This is an optimization exercise on Yosys and OpenROAD, whose aim is a short achievable clock period and few clock cycles, not a production implementation.
Only simulation tests tie the RTL to the original design; equivalence was not proved.
No activity file was given, so power comes from the tool's default toggle rates.

===== flow/run.sh =====
#!/bin/bash
# synth_recipe.tcl (not shown) runs the flow's synth.tcl, then flattens the netlist and writes it again
# the make line also repeats each setting of config.mk as NAME=value (left out here)
make -C /OpenROAD-flow-scripts/flow DESIGN_CONFIG=/design/flow/config.mk WORK_HOME=/design/flow/orfs CLKGATE_MAP_FILE= SYNTH_SCRIPT=/design/flow/synth_recipe.tcl finish

===== flow/config.mk =====
export PLATFORM = sky130hd
export DESIGN_NAME = cpu_top
export DESIGN_NICKNAME = cpu_top
export VERILOG_FILES = /design/flow/design.v
export SDC_FILE = /design/flow/constraint.sdc
export NUM_CORES = 4
export LEC_CHECK = 0
export ABC_CLOCK_PERIOD_IN_PS = 2500
export CAP_MARGIN = 20
export CORE_MARGIN = 2
export CORE_UTILIZATION = 30
export SETUP_SLACK_MARGIN = 5
export SLEW_MARGIN = 20

===== flow/constraint.sdc =====
create_clock -name core_clock -period 8.5 [get_ports {clk}]
set_input_delay 1.7000 -clock core_clock [delete_from_list [all_inputs] [get_ports {clk}]]
set_output_delay 1.7000 -clock core_clock [all_outputs]
set_load 0.01 [all_outputs]

===== flow/design.v =====
`timescale 1ns/10ps
module cpu_top (
  input  logic        clk,
  input  logic        rst,
  output logic [31:0] mem_addr,
  output logic [31:0] mem_wdata,
  output logic        mem_rw,
  output logic        mem_mov,
  input  logic [31:0] mem_rdata,
  input  logic        mem_moc,
  output logic        halted
);
  logic        s_fetch;                      
  logic        s_mema;                       
  logic        s_memw;                       
  logic        s_exa;                        
  logic        s_exb;                        
  logic [31:0] mar, wdr, ir, pc4, mdr, res;
  logic [31:0] regs [15];
  logic [31:0] opa, opb;
  logic        cin;
  logic [1:0]  aop;                          
  logic        z, mov, rw, hlt;
  logic        ex, wb, zset, ldw;
  assign mem_addr  = mar;
  assign mem_wdata = wdr;
  assign mem_rw    = rw;
  assign mem_mov   = mov;
  assign halted    = hlt;
  logic f_b5, f_b3, f_b2, f_rd15, f_alu, f_movi, f_mem, f_take, f_cont;
  assign f_b5   = mem_rdata[29];
  assign f_b3   = mem_rdata[27];
  assign f_b2   = mem_rdata[26];
  assign f_rd15 = &mem_rdata[23:20];
  assign f_alu  = !f_b5 && !f_b3 && !f_b2;
  assign f_movi = !f_b5 && !f_b3 && f_b2;
  assign f_mem  = !f_b5 && f_b3;
  assign f_take = (f_b5 && !f_b3 && (f_b2 ^ z)) || (f_movi && f_rd15);
  assign f_cont = !f_b3 && !(f_alu && f_rd15);
  logic [31:0] rval [16];
  always_comb begin
    for (int i = 0; i < 15; i++) rval[i] = regs[i];
    rval[15] = pc4;                          
  end
  logic [31:0] f_ra, f_rb;
  assign f_ra = rval[mem_rdata[19:16]];
  assign f_rb = rval[mem_rdata[15:12]];
  logic [3:0] rd;
  logic       i_ldr, rd15;
  assign rd    = ir[23:20];
  assign i_ldr = ir[27] && !ir[26];
  assign rd15  = &rd;
  logic [31:0] sum, alu;
  logic [32:0] sum33;
  assign sum33 = {opa, 1'b1} + {opb, cin};    
  assign sum   = sum33[32:1];
  always_comb begin
    case (aop)
      2'd2:    alu = opa & opb;
      2'd3:    alu = opa | opb;
      default: alu = sum;
    endcase
  end
  logic        we;
  logic [31:0] wd;
  assign we = (wb || ldw) && !rd15;
  assign wd = ldw ? mdr : res;
  always_ff @(posedge clk) begin
    if (rst) begin
      for (int i = 0; i < 15; i++) regs[i] <= '0;
    end else if (we) begin
      for (int i = 0; i < 15; i++) if (rd == 4'(i)) regs[i] <= wd;
    end
  end
  always_ff @(posedge clk) begin
    mdr <= mem_rdata;
    opa <= f_movi ? 32'd0 : f_ra;
    if (f_mem || f_movi)               opb <= {16'd0, mem_rdata[15:0]};
    else if (mem_rdata[25:24] == 2'd1) opb <= ~f_rb;
    else                               opb <= f_rb;
    cin <= f_alu && (mem_rdata[25:24] == 2'd1);
    aop <= (f_alu && mem_rdata[25]) ? mem_rdata[25:24] : 2'd0;
    res <= alu;
  end
  always_ff @(posedge clk) begin
    if (rst) begin
      z    <= 1'b0;
      ex   <= 1'b0;
      wb   <= 1'b0;
      zset <= 1'b0;
      ldw  <= 1'b0;
    end else begin
      ex   <= s_fetch && mem_moc && !f_b5 && !f_b3;
      wb   <= ex;
      zset <= ex && !ir[26];
      ldw  <= s_memw && mem_moc && i_ldr;
      if (zset) z <= (res == 32'd0);
    end
  end
  always_ff @(posedge clk) begin
    if (s_fetch) pc4 <= mar + 32'd4;
    if (s_fetch && mem_moc) ir <= mem_rdata;
    if (s_mema) wdr <= rval[rd];
  end
  always_ff @(posedge clk) begin
    if (rst) begin
      s_fetch <= 1'b1;
      s_mema  <= 1'b0;
      s_memw  <= 1'b0;
      s_exa   <= 1'b0;
      s_exb   <= 1'b0;
      mov     <= 1'b1;
      rw      <= 1'b0;
      hlt     <= 1'b0;
    end else begin
      s_mema <= s_fetch && mem_moc && f_mem;
      s_exa  <= s_fetch && mem_moc && f_alu && f_rd15;
      s_exb  <= s_exa;
      if (s_fetch && mem_moc) begin
        s_fetch <= f_cont;
        mov     <= f_cont;
        if (f_b5 && f_b3) hlt <= 1'b1;
      end
      if (s_memw && mem_moc) begin
        s_memw  <= 1'b0;
        s_fetch <= 1'b1;
        rw      <= 1'b0;
      end
      if (s_mema) begin
        s_memw <= 1'b1;
        mov    <= 1'b1;
        rw     <= ir[26];
      end
      if (s_exb) begin
        s_fetch <= 1'b1;
        mov     <= 1'b1;
      end
    end
  end
  always_ff @(posedge clk) begin
    if (rst)                    mar <= 32'd0;
    else if (s_mema)            mar <= sum;
    else if (s_exb)             mar <= res;
    else if (mem_moc && s_fetch) mar <= f_take ? {16'd0, mem_rdata[15:0]} : pc4;
    else if (mem_moc && s_memw)  mar <= (i_ldr && rd15) ? mem_rdata : pc4;
  end
endmodule

==> run notes <==
## through the flow
stage          hold slack [ps]  cell area (um^2)
2_1_floorplan              414             38100
3_5_place_dp               432             41100
4_1_cts                    443             44500
5_1_grt                    455             44900
3_3_place_gp               424             41100
6_report                   440             44900
## worst paths after layout
kind | slack [ps] | endpoint | from
worst max-delay path | 4880 | opa[18] | mem_rdata[19]
worst min register to register | 440 | s_exb | s_exa
worst max register to register | 4980 | wdr[0] | ir[23]
worst min-delay path | 440 | s_exb | s_exa
## layout make-up
| class | count | share of cell area, % |
|---|---|---|
| timing repair buffer | 333 | 6.84 |
| sequential | 726 | 33.9 |
| clock inverter | 28 | 0.641 |
| antenna | 5 | 0.0279 |
| clock buffer | 126 | 5.70 |
| multi-input combinational | 3139 | 47.5 |
| inverter | 94 | 0.802 |
| tap | 1650 | 4.60 |
## registers in the layout, summed over array words and instances (netlist names), 2 cells and up
name and cells:
opa 32, ir 6, pc4 32, mdr 32, regs 480, aop 2
res 32, mar 32, opb 32, wdr 32
## logic make-up after synthesis
kind of cell,share of synthesized area (%)
xor+xnor,1.89
buf+inv,5.61
simple gates,14.5
fa+ha+maj,2.19
compound gates,33.1
flops,40.0
mux,2.61
## metal layers
| layer | global-route usage (%) | vias to the layer above | part of all wire (%) |
|---|---|---|---|
| li1 | - | 16860 | - |
| met1 | 40.3 | 19481 | 37 |
| met2 | 44.2 | 3713 | 39 |
| met3 | 15.8 | 1160 | 16 |
| met4 | 20.0 | 10 | 7.8 |
| met5 | 0 | - | 0.048 |
## timing repair
| action | 4_1_cts | 5_1_grt |
|---|---|---|
| cloned | 2 | 3 |
| setup buffers | 36 | 22 |
| resized for setup | 79 | 42 |
| endpoints found under the setup margin | 235 | 87 |
| pin swaps | 22 | 5 |
## layout by cell type (no fill, tap or decap), drive strengths merged, types with 44 or more instances in the layout
cell type      count
nor3              50
a22o             116
a31oi             44
a211oi           515
ha                65
a222oi            55
a21oi            164
xnor2             54
mux2i             70
nor2             670
nand4             54
edfxtp            70
a22oi            342
a221oi           107
clkdlybuf4s50     85
inv               94
nand3            117
dfxtp            656
clkbuf           130
buf              235
nand2            165
o21ai            101
## where the power goes
| group | internal [mW] | total, mW | switching (mW) |
|---|---|---|---|
| clock | 2.23 | 3.82 | 1.59 |
| sequential | 3.56 | 3.75 | 0.194 |
| combinational | 0.302 | 1.10 | 0.798 |
==> flow_summary.ini <==
[status]
outcome = no timing/DRC/antenna violations

[sta]
final_hold_viol_count = 0
setup_viol = 0
fmax_ghz = 0.276
finalCritPeriodShare_pct = 42.6
setup-tns-final_ps = 0
worst_slew_pin_slew_ps = 1340
skew_ps = 34.4
slew_headroom_pct = 10.6
drv_slew = 0
finalCriticalPeriod_ps = 3620
rsz0062_at_grt = no
final.setup.worst_slack_ps = 4880

[logic_synthesis]
yosys.area.top_type = dfxtp_1
yosysMostFrequentCell = nor2_1
synth-main-ff-cell = dfxtp_1
synth_warnings = 3
synth_edf_count = 70
synth-seq-cells = 726
synth-seq-area-share_pct = 40.0
synthCells = 4397
async_reset_ff_share_pct = 0
synth_area_mm2 = 0.0381
synth.area.top_cells = dfxtp_1, a211oi_1, a22oi_1, nor2_1, edfxtp_1
netlist.area_leader.share_pct = 34.5
yosysUniqueCellTypes = 93
avgSynthCellArea_um2 = 8.66
syn-num-nets = 4498
synthTopCellsByCount = nor2_1, dfxtp_1, a211oi_1, a22oi_1, clkbuf_1

[drt]
drtPass1Iterations = 10
routed_wl_mm = 221
wl_per_cell_um = 36.2
via_per_inst = 6.76
drt-initial-drc-count = 8301
drc = 0
ant_nets = 0
num_vias = 41224

[worst_setup_path]
cp_num_buf_inv = 2
cp-start-kind = primary input
crit_fanout = 15
arrival_ps = 4230
r2r_cells = 8
cp_slowest_cell = nor2b_1
crit_chain = dlymetal6s2s_1 -> buf_12 -> nor2b_1 -> a22oi_1 -> a221o_1 -> nand3_1 -> o221a_2
critPathMaxStageDelay_ps = 990
worst_setup_path_end_kind = flop
critPathKind = primary input to flop
required_ps = 9110
cp.depth = 7
cpLargestDelayFamily = simple AND/OR/NAND/NOR gates

[cells_and_area]
drive_gt1_share_pct = 12.2
nets = 4479
final_util_pct = 35.7
fin_cells = 6101
area_growth_pct = 18.0
fill_cells = 12791
seq_area_mm2 = 0.0152
multi_input_area_mm2 = 0.0213

[floorplan]
die_width_um = 360
fp.dieH_um = 360
core-area_mm2 = 0.126
die_area_mm2 = 0.130
rows = 130
floorplan.io_pins = 102
initial_core_util_pct = 30.3

[place]
placed_cells = 5879
place_ws_ps = 3330
gp_congestion = 1.05
portBuffers = 101
hpwl_mm = 143

[power_and_ir_drop]
power.density_mw_per_mm2 = 193
ir_drop_uv = 127
power.leakage_nw = 14.6
power.total_mw = 8.67

[grt]
gr-total-overflow = 0
gr-usage-all-layers_pct = 32.4
antenna_found_initial = 9
grt_pass1_wl_mm = 301
grt_max_degree = 222
grt_pass1_vias = 37499

[worst_hold_path]
worstHoldPathCells = 1
hold_class = flop to flop

[clock_tree]
cts_tree = done
holdBufCountCts = 0
htreeDepth = 3
cts_buffers = 84
clkLatencyLatePin_ps = 680
cts.path.max_buffers = 3
clkSinkCount = 726
cts-root-buf = clkbuf_16
clk_pin_slew_worst_paths_ps = 60

[run]
drv_cap = 0
Testbench counts, summed over its fixed seeds: cycles 152,083.

-- afterwards: timing with drivers on the ports --
No port has a modelled driver above. Below, the same layout with a new extraction and two added sets of constraints. Step 1 (the two cells are an assumption about what drives the block):
set clk [get_ports {clk}]
set_driving_cell -lib_cell sky130_fd_sc_hd__clkbuf_16 $clk
set_driving_cell -lib_cell sky130_fd_sc_hd__buf_2 [delete_from_list [all_inputs] $clk]
Step 2 moves the port delays by t, midway between the first and last clock arrival at a register: inputs arrive t later, outputs are due t later. That takes back most of the time a late clock gives input paths. Slacks: ideal ports / drivers / drivers and shift; pairs: ideal ports / drivers.
shift t [ns]: 0.747
slack for setup (ns): 4.882 / 4.938 / 4.191
hold WS [ns]: 0.440 / 0.440 / 0.440
worst setup path at the end: input to register
worst slew at a driven data input, ns: 0.09
After both steps setup and hold are still met in this run. For this run, drivers alone change the setup slack by +0.056 ns; drivers and shift together by -0.691 ns.
